This is an optimization exercise on Yosys and OpenROAD, whose aim is small area, not a production implementation.
Where RTL was checked, it was by simulation tests only, not by an equivalence proof against the original.
No activity file was given, so power comes from the tool's default toggle rates.

JK:
==> flow/design.v (excerpt) <==
module fir_q15 (
  input  logic               clk,
  input  logic               reset,
  input  logic               in_valid_i,
  output logic               in_ready_o,
  input  logic signed [15:0] in_data_i,
  input  logic               coef_we_i,
  input  logic [3:0]         coef_addr_i,
  input  logic signed [15:0] coef_data_i,
  output logic               coef_err_o,
  output logic               out_valid_o,
  output logic signed [15:0] out_data_o,
  output logic               busy_o
);
Size: about 890 cells after synthesis, about 0.014 mm² of cells after synthesis.
==> flow/config.mk <==
export PLATFORM = sky130hd
export DESIGN_NAME = fir_q15
export DESIGN_NICKNAME = fir_q15
export VERILOG_FILES = /design/flow/design.v
export SDC_FILE = /design/flow/constraint.sdc
export NUM_CORES = 4
export LEC_CHECK = 0
export CAP_MARGIN = 20
export CORE_MARGIN = 2
export CORE_UTILIZATION = 60
export SLEW_MARGIN = 20
==> flow/constraint.sdc <==
create_clock -name core_clock -period 10.0 [get_ports {clk}]
set_input_delay 2.0000 -clock core_clock [delete_from_list [all_inputs] [get_ports {clk}]]
set_output_delay 2.0000 -clock core_clock [all_outputs]
set_load 0.01 [all_outputs]
standard.sh (not shown) runs the stock make flow with config.mk's settings and CLKGATE_MAP_FILE= SYNTH_SCRIPT=/design/flow/synth_recipe.tcl, a recipe that flattens the netlist after the stock synthesis.
==> flow/flow/run.sh <==
#!/bin/bash
# The standard layout, with the port buffers made from the smallest buffer cell
# and the clock tree built from fewer, larger sink clusters.
set -euo pipefail
export BUFFER_PORTS_ARGS="-buffer_cell sky130_fd_sc_hd__buf_1"
export CTS_ARGS="-sink_clustering_enable -repair_clock_nets -sink_clustering_size 24 -sink_clustering_max_diameter 45 -buf_list sky130_fd_sc_hd__clkbuf_8 -dont_use_dummy_load"
bash standard.sh > standard.log 2>&1
Relative to JK, the following input files were edited for MS:
# JK
export LEC_CHECK = 0
export CAP_MARGIN = 20
export CORE_MARGIN = 2
export CORE_UTILIZATION = 60
export SLEW_MARGIN = 20
create_clock -name core_clock -period 10.0 [get_ports {clk}]
# MS
export LEC_CHECK = 0
export CAP_MARGIN = 20
export CORE_MARGIN = 2
export CORE_UTILIZATION = 60
export CTS_BUF_LIST = sky130_fd_sc_hd__clkbuf_4
export CTS_CLUSTER_DIAMETER = 40
export CTS_CLUSTER_SIZE = 8
export SLEW_MARGIN = 20
create_clock -name core_clock -period 10.0 [get_ports {clk}]
==> flow/flow/run.sh <==
#!/bin/bash
# The standard layout, with the port buffers made from the smallest buffer cell.
set -euo pipefail
export BUFFER_PORTS_ARGS="-buffer_cell sky130_fd_sc_hd__buf_1"
bash standard.sh > standard.log 2>&1
--- outcome ---
- Summary of MS over JK: part of the total power dissipated in the clock network +4.4 points; wire length now sits higher; clock tree buffer count of the final layout climbed 130%; global-route usage went up 0.93 points; total number of vias increased by about 4.7% relative to the old numbers.
- Worst hold path depth came out exactly the same in MS and JK.
- On worst hold slack, MS does better than JK.
- From MS to JK, depth of the critical timing path with buffers and inverters included did not move at all.
- The higher power came out of MS.
Changes in AL relative to MS:
# MS
export LEC_CHECK = 0
export CAP_MARGIN = 20
export CORE_MARGIN = 2
export CORE_UTILIZATION = 60
export CTS_BUF_LIST = sky130_fd_sc_hd__clkbuf_4
export CTS_CLUSTER_DIAMETER = 40
export CTS_CLUSTER_SIZE = 8
export SLEW_MARGIN = 20
create_clock -name core_clock -period 10.0 [get_ports {clk}]
# AL
export LEC_CHECK = 0
export CAP_MARGIN = 20
export CORE_MARGIN = 2
export CORE_UTILIZATION = 70
export CTS_BUF_LIST = sky130_fd_sc_hd__clkbuf_16
export CTS_CLUSTER_DIAMETER = 50
export CTS_CLUSTER_SIZE = 30
export SLEW_MARGIN = 20
create_clock -name core_clock -period 10.0 [get_ports {clk}]
==> comparison <==
- Fmax: AL below MS
- The final reports for AL and MS show actual transition at the worst max-transition pin higher in the former.
- On worst setup slack: between MS and AL, it ends up higher for MS.
Edits applied to the flow inputs when going from AL to TR:
# AL
export LEC_CHECK = 0
export CAP_MARGIN = 20
export CORE_MARGIN = 2
export CORE_UTILIZATION = 70
export CTS_BUF_LIST = sky130_fd_sc_hd__clkbuf_16
export CTS_CLUSTER_DIAMETER = 50
export CTS_CLUSTER_SIZE = 30
export SLEW_MARGIN = 20
create_clock -name core_clock -period 10.0 [get_ports {clk}]
# TR
export LEC_CHECK = 0
export CAP_MARGIN = 20
export CORE_MARGIN = 2
export CORE_UTILIZATION = 60
export SLEW_MARGIN = 20
create_clock -name core_clock -period 10.0 [get_ports {clk}]
==> flow/flow/run.sh <==
#!/bin/bash
# The standard layout, with the port buffers made from the smallest buffer cell
# and the clock tree built from fewer, larger sink clusters.
set -euo pipefail
export BUFFER_PORTS_ARGS="-buffer_cell sky130_fd_sc_hd__buf_1"
export CTS_ARGS="-sink_clustering_enable -repair_clock_nets -sink_clustering_size 20 -sink_clustering_max_diameter 60 -buf_list sky130_fd_sc_hd__clkbuf_8 -dont_use_dummy_load"
bash standard.sh > standard.log 2>&1
Notes after the runs:
Worst setup slack: TR > AL. AL → TR: final critical-path share of the clock period moved down, final core utilization now sits lower, final HPWL from detailed placement lower, average wire per cell in the routed design now sits lower. Non-clock buffer count, TR and AL: higher on AL. Placer congestion estimate sits lower in TR than in AL. Diff TR..AL | critical path depth | unchanged. From AL to TR, average footprint of a synthesized cell did not move at all.

* * *

The RTL this note starts from:
==> flow/design.v <==
module fir_mac_serial (
  input  logic               clk,
  input  logic               reset,
  input  logic               in_valid_i,
  output logic               in_ready_o,
  input  logic signed [15:0] in_data_i,
  input  logic               coef_we_i,
  input  logic [3:0]         coef_addr_i,
  input  logic signed [15:0] coef_data_i,
  output logic               coef_err_o,
  output logic               out_valid_o,
  output logic signed [15:0] out_data_o,
  output logic               busy_o
);
  localparam logic [2:0] S_INIT = 3'd0, S_IDLE = 3'd1, S_PEND = 3'd2,
                         S_WAIT = 3'd3, S_COMP = 3'd4, S_NEG = 3'd5,
                         S_OUTV = 3'd6;
  logic [2:0]   st;
  logic [7:0]   t;
  logic [3:0]   bm;
  logic         cerr;
  logic [255:0] hq;
  logic [15:0]  xq [0:15];
  logic [20:0]  r;
  logic         hb;
  logic init, idle, pend, wait_s, comp, neg, outv;
  assign init   = (st == S_INIT);
  assign idle   = (st == S_IDLE);
  assign pend   = (st == S_PEND);
  assign wait_s = (st == S_WAIT);
  assign comp   = (st == S_COMP);
  assign neg    = (st == S_NEG);
  assign outv   = (st == S_OUTV);
  logic [7:0] t_n;
  assign t_n = t + 8'd1;
  logic wr_ph, wr, acc;
  assign wr_ph      = (t[7:4] == 4'hf) && (t[3:0] == coef_addr_i);
  assign in_ready_o = idle && (!coef_we_i || wr_ph);
  assign busy_o     = !in_ready_o;
  assign wr         = coef_we_i && in_ready_o;
  assign acc        = in_valid_i && in_ready_o;
  logic k15, hi0, hif;
  assign k15 = (t[3:0] == bm);
  assign hi0 = (t_n[7:4] == 4'h0);
  assign hif = (t_n[7:4] == 4'hf);
  logic mac, shift, ins;
  logic [20:0] rm, add, sum;
  assign mac   = comp || neg;
  assign shift = comp && k15;
  assign rm    = (mac || pend) ? r : 21'd0;
  assign add   = idle ? {{5{in_data_i[15]}}, in_data_i} :
                 (mac && hb) ? {{5{xq[0][15] ^ neg}}, xq[0] ^ {16{neg}}} :
                 {6'd0, wait_s, 14'd0};
  assign ins   = init || (pend && k15);
  logic [16:0] cy;
  assign cy[0] = neg && hb;
  for (genvar b = 0; b < 16; b++) begin : g_add
    assign sum[b]  = rm[b] ^ add[b] ^ cy[b];
    assign cy[b+1] = (rm[b] & add[b]) | (rm[b] & cy[b]) | (add[b] & cy[b]);
  end
  assign sum[20:16] = rm[20:16] + add[20:16] + {4'd0, cy[16]};
  always_ff @(posedge clk) begin
    for (int q = 0; q < 255; q++) hq[q] <= hq[q+1];
    for (int m = 0; m < 15; m++) if (wr) hq[16*m+15] <= coef_data_i[m];
    hq[255] <= wr ? coef_data_i[15] : init ? (t == 8'd0) : hq[0];
    hb <= (bm == 4'hf) ? hq[1] : hq[8'(9'd256 - {5'd0, bm})];
    for (int s = 0; s < 15; s++) xq[s] <= xq[s+1];
    xq[15] <= ins ? r[15:0] : xq[0];
    r <= shift ? {sum[20], sum[20:1]} : sum;
  end
  always_ff @(posedge clk or posedge reset) begin
    if (reset) begin
      st   <= S_INIT;
      t    <= 8'd0;
      bm   <= 4'hf;
      cerr <= 1'b0;
    end else begin
      t    <= t_n;
      cerr <= coef_we_i && !in_ready_o;
      case (st)
        S_INIT: if (t == 8'hff) st <= S_IDLE;
        S_IDLE: if (acc) st <= S_PEND;
        S_PEND: if (k15) begin
          st <= S_WAIT;
          bm <= bm - 4'd1;
        end
        S_WAIT: if (k15 && hi0) st <= S_COMP;
        S_COMP: if (k15 && hif) st <= S_NEG;
        S_NEG:  if (k15) st <= S_OUTV;
        default: st <= S_IDLE;
      endcase
    end
  end
  logic ovf;
  assign ovf         = !((&r[20:15]) || !(|r[20:15]));
  assign out_data_o  = ovf ? {r[20], {15{!r[20]}}} : r[15:0];
  assign out_valid_o = outv;
  assign coef_err_o  = cerr;
endmodule
module fir_q15 (
  input  logic               clk,
  input  logic               reset,
  input  logic               in_valid_i,
  output logic               in_ready_o,
  input  logic signed [15:0] in_data_i,
  input  logic               coef_we_i,
  input  logic [3:0]         coef_addr_i,
  input  logic signed [15:0] coef_data_i,
  output logic               coef_err_o,
  output logic               out_valid_o,
  output logic signed [15:0] out_data_o,
  output logic               busy_o
);
  fir_mac_serial u_fir (
    .clk(clk), .reset(reset),
    .in_valid_i(in_valid_i), .in_ready_o(in_ready_o), .in_data_i(in_data_i),
    .coef_we_i(coef_we_i), .coef_addr_i(coef_addr_i), .coef_data_i(coef_data_i),
    .coef_err_o(coef_err_o),
    .out_valid_o(out_valid_o), .out_data_o(out_data_o), .busy_o(busy_o)
  );
endmodule
clock: 10.0 ns
lec_check: 0
cap_margin: 20
core_margin: 2
core_utilization: 60
cts_buf_list: sky130_fd_sc_hd__clkbuf_8
cts_cluster_diameter: 100
cts_cluster_size: 16
slew_margin: 20
==> flow/flow/run.sh <==
#!/bin/bash
# The standard layout, with the port buffers made from the smallest buffer cell.
set -euo pipefail
export BUFFER_PORTS_ARGS="-buffer_cell sky130_fd_sc_hd__buf_1"
bash standard.sh > standard.log 2>&1
The starting point went through all stages and came out clean.
Edit:
==> flow/run.sh (new file) <==
#!/bin/bash
# synth_recipe.tcl (not shown) runs the flow's synth.tcl, then flattens the netlist and writes it again
# the make line also repeats each setting of config.mk as NAME=value (left out here)
make -C /OpenROAD-flow-scripts/flow DESIGN_CONFIG=/design/flow/config.mk WORK_HOME=/design/flow/orfs CLKGATE_MAP_FILE= SYNTH_SCRIPT=/design/flow/synth_recipe.tcl finish
removed: flow/flow/run.sh
removed: flow/standard.sh
Result: The changed run went through all stages and came out clean. Global-route usage goes up by 0.14 points. Total power goes up by 2.0%. Worst hold slack is better by 0.0032 ns. Final area goes up by 2.8%. Register-to-register slack is worse by 0.04 ns. Routed wire length goes up by 2.7%. Sequential share of layout area goes down by 2.0 points.
No functional check of the RTL was part of any run of this note.

[port drivers added, routing unchanged]
Ports are ideal in the flow. The routed layouts listed here were re-timed in OpenROAD. Step 1: set_driving_cell puts a clkbuf_16 on clk and a buf_2 on each other input, an assumption about the parent block. Step 2 moves the port delays by t, midway between the first and last clock arrival at a register: inputs arrive t later, outputs are due t later. That takes back most of the time a late clock gives input paths. Slacks: ideal ports / drivers / drivers and shift; pairs: ideal ports / drivers.
| run | t (ns) | setup WS [ns] | worst register clock-pin slew, ns | worst slew at a driven data input, ns |
|---|---|---|---|---|
| JK | 0.572 | 0.308 / 0.324 / -0.248 | 0.12 / 0.12 | 0.04 |
| MS | 0.707 | 0.386 / 0.401 / -0.306 | 0.10 / 0.10 | 0.04 |
| AL | 0.557 | 0.252 / 0.277 / -0.280 | 0.10 / 0.10 | 0.04 |
| TR | 0.562 | 0.332 / 0.348 / -0.214 | 0.12 / 0.12 | 0.04 |
| the first run of note 2 | 0.591 | 0.301 / 0.321 / -0.270 | 0.10 / 0.10 | 0.07 |
| the second run of note 2 | 0.593 | 0.198 / 0.203 / -0.390 | 0.11 / 0.11 | 0.07 |
With both steps, setup timing fails in every run listed, where it was met with ideal ports. For MS, which loses most, drivers alone change the setup slack by +0.015 ns; drivers and shift together by -0.692 ns.
